This design comes from an exercise in tuning for a short achievable clock period and few clock cycles per item on the open sky130 flow, not from production work. Only simulation tests tie the RTL to the original design; equivalence was not proved. The clock input has no modelled driver; a real chip could not lean on it and would need a root buffer or a full tree. Power is estimated from default activity; no workload was simulated.

## comp_mult_top
module comp_mult_top
#(
    parameter logic [15:0] APB_BASE = '0   
) (
    input  logic  clk,
    input  logic  rst_n,
    input  cmul_types_pkg::addr_t paddr,
    input  logic  pwrite,
    input  cmul_types_pkg::reg_t  pwdata,
    input  logic  psel,
    output logic  pready,
    output cmul_types_pkg::reg_t  prdata,
    output logic  pslverr,
    output logic  mem_ce,
    output logic  mem_we,
    output cmul_types_pkg::addr_t mem_addr,
    output cmul_types_pkg::elem_t mem_wr_data,
    input  cmul_types_pkg::elem_t mem_rd_data
);
For scale: roughly 3500 cells after synthesis, about 1000 flip-flops, roughly 41000 sq um of cells after synthesis.
export LEC_CHECK = 0
export ABC_CLOCK_PERIOD_IN_PS = 1500
export CAP_MARGIN = 20
export CORE_MARGIN = 2
export CORE_UTILIZATION = 40
export SETUP_SLACK_MARGIN = 4.8
export SLEW_MARGIN = 20
create_clock -name core_clock -period 6.5 [get_ports {clk}]
standard.sh (not shown) runs the stock make flow with config.mk's settings and CLKGATE_MAP_FILE= SYNTH_SCRIPT=/design/flow/synth_recipe.tcl, a recipe that flattens the netlist after the stock synthesis.
==> flow/flow/run.sh <==
#!/bin/bash
# Standard ORFS layout (the standard.sh), except that the clock tree is
# built by flow/mycts.tcl (a two-level buffer tree: 4 root buffers fed by the
# clock port, leaf buffers each driving a cluster of about 16 flip-flops) in
# place of TritonCTS. Everything else, synthesis included, is the standard flow.
set -euo pipefail
export MCTS_CLOCK_NET=clk
export MCTS_BUF=sky130_fd_sc_hd__clkbuf_16
export MCTS_ROOT_BUF=sky130_fd_sc_hd__clkbuf_16
export MCTS_SINKS_PER_LEAF=16
export MCTS_ROOTS=4
bash standard.sh finish PRE_CTS_TCL="$PWD/flow/mycts.tcl" > standard_flow.log 2>&1
Other scripts of this flow, unchanged in this note and not shown: flow/flow/mycts.tcl
Testbench counts at the start, summed over its fixed seeds: cycles 21,041, items 2,070.
Edit:
--- a/flow/design.v
+++ b/flow/design.v
@@ -121,22 +121,27 @@
     logic        mem_ce_q, mem_we_q;
     logic [15:0] mem_addr_q;
     logic [7:0]  mem_wr_data_q;
     logic [35:0] f0, f1, f2, f3;   
     logic [2:0]  fcnt;
     logic        s1v, s2v;
     logic        prd0;
     assign prdata      = {15'b0, prd0};
     always_ff @(posedge clk) begin
         prd0 <= ofs[0] ? (done & ~clr_q) : busy;    
     end
+    always_ff @(posedge clk) begin
+        pslverr  <= psel & ~(in_range & acc_ok);
+        mem_ce_q <= rd_issue | wr_issue;
+        mem_we_q <= wr_issue;
+    end
     assign mem_ce      = mem_ce_q;
     assign mem_we      = mem_we_q;
     assign mem_addr    = mem_addr_q;
     assign mem_wr_data = mem_wr_data_q;
     logic go;
     logic [1:0] h1e, h2e;
     logic qdone;
     logic [2:0] oc_eff;
     logic start_quad;
     logic rd_issue;
     logic rd_op1;              
@@ -212,39 +217,37 @@
             3'd0:    wbyte = f0[7:0];
             3'd1:    wbyte = f0[15:8];
             3'd2:    wbyte = {6'b0, f0[17:16]};
             3'd3:    wbyte = f0[25:18];
             3'd4:    wbyte = f0[33:26];
             default: wbyte = {6'b0, f0[35:34]};
         endcase
     end
     always_ff @(posedge clk or negedge rst_n) begin
         if (!rst_n) begin
             done     <= 1'b0;
-            pslverr  <= 1'b0;
             clr_q    <= 1'b0;
             start_q  <= 1'b0;
             num_reg  <= '0;
             num_nz_q <= 1'b0;
             num_ge2_q <= 1'b0;
             num_m1_q <= '0;
             k1       <= 1'b0;
             k2       <= 1'b0;
             wres_q   <= 1'b0;
             wnum_q   <= 1'b0;
             pwdata_q <= '0;
             b1       <= '0;
             b2       <= '0;
         end else begin
             clr_q <= wr_clr;
-            pslverr <= psel & ~(in_range & acc_ok);
             if (fin_q)
                 done <= 1'b1;
             else if (clr_q)
                 done <= 1'b0;
             start_q   <= wr_start;
             k1        <= wr_op1;
             k2        <= wr_op2;
             wres_q    <= wr_res;
             wnum_q    <= wr_num;
             pwdata_q  <= pwdata;
             if (wnum_q) num_reg <= pwdata_q;
@@ -288,24 +291,22 @@
             qf_left  <= '0;
             qw_left  <= '0;
             sq_q     <= 1'b0;
             pop_q    <= 1'b0;
             wrc      <= 1'b0;
             wcnt     <= '0;
             qd_q     <= 1'b0;
             sq_ok    <= 1'b0;
             wok      <= 1'b0;
             fin_q    <= 1'b0;
             fcnt     <= '0;
-            mem_ce_q <= 1'b0;
-            mem_we_q <= 1'b0;
             s1v      <= 1'b0;
             s2v      <= 1'b0;
             s3v      <= 1'b0;
             s4v      <= 1'b0;
             s5v      <= 1'b0;
             s6v      <= 1'b0;
         end else begin
             busy <= busy_n;
             pwp1_q <= pwdata + 16'd1;
             pwp2_q <= pwdata + 16'd2;
             rw    <= basew;
@@ -332,24 +333,22 @@
             ret_dup <= bus_dup;
             begin
                 logic [3:0] cap;
                 logic ret_ok;
                 ret_ok = ret_v & ~(k1 & ~ret_id[1]) & ~(k2 & ret_id[1]);
                 cap[0] = ret_ok & (ret_id == 2'd0);
                 cap[1] = ret_ok & (ret_id == 2'd1);
                 cap[2] = ret_ok & ((ret_id == 2'd2) | (ret_dup & (ret_id == 2'd0)));
                 cap[3] = ret_ok & ((ret_id == 2'd3) | (ret_dup & (ret_id == 2'd1)));
                 v <= cap | (v & ~{4{push}} & ~{k2, k2, k1, k1} & ~{4{fin_q}});
             end
-            mem_ce_q <= rd_issue | wr_issue;
-            mem_we_q <= wr_issue;
             oc    <= oc_n;
             sq_ok <= busy & ~fin_q & ((oc != 3'd4) | pop)
                    & (sq_q ? (qf_left != 16'd1) : (qf_left != '0));
             wok   <= busy_n & (fcnt_n != 3'd0);
             sq_q  <= start_quad;
             pop_q <= pop;
             if (go)
                 qf_left <= num_m1_q;
             else if (sq_q)
                 qf_left <= qf_left - 16'd1;
             if (go)
Outcome:
- cell area came out higher by 1.3%
- synthesized area is about the same
- wire length is higher by 3.8%
- via count climbs by 1.7%
- global-route usage rose by 0.57 points
- flip-flop and latch count is unchanged
- total power is about the same
- register-to-register slack barely changes
- first-iteration DRC count increases by 4.6%
- sequential power hardly moves
- fmax came out higher by 2.0%
- setup slack gains 46 ps
- die area barely changes
Testbench counts after the change, summed over its fixed seeds: cycles 21,041, items 2,070.
In every run of this note, the design's own scripts or RTL, not TritonCTS, make the clock network.

[static timing again, ports no longer ideal]
No port has a modelled driver above. Below, the same layouts with a new extraction and two added sets of constraints. Step 1 assumes that a clkbuf_16 drives the clock port and a buf_2 every other input. Step 2 also shifts input and output timing later by t, the mid clock arrival at the registers, as if the neighbouring blocks saw the same clock. Three values: no drivers, after step 1, after step 2; two values: the first two.
run	shift t [ns]	slack for setup (ns)	worst setup path after step 2	cell pins on the clock port's net
the first run	0.608	4.181 / 4.037 / 3.924	input to register	4
the second run	0.625	4.227 / 4.079 / 3.839	input to register	4
After both steps setup and hold are still met in every run listed. For the second run, which loses most, drivers alone change the setup slack by -0.148 ns; drivers and shift together by -0.388 ns.
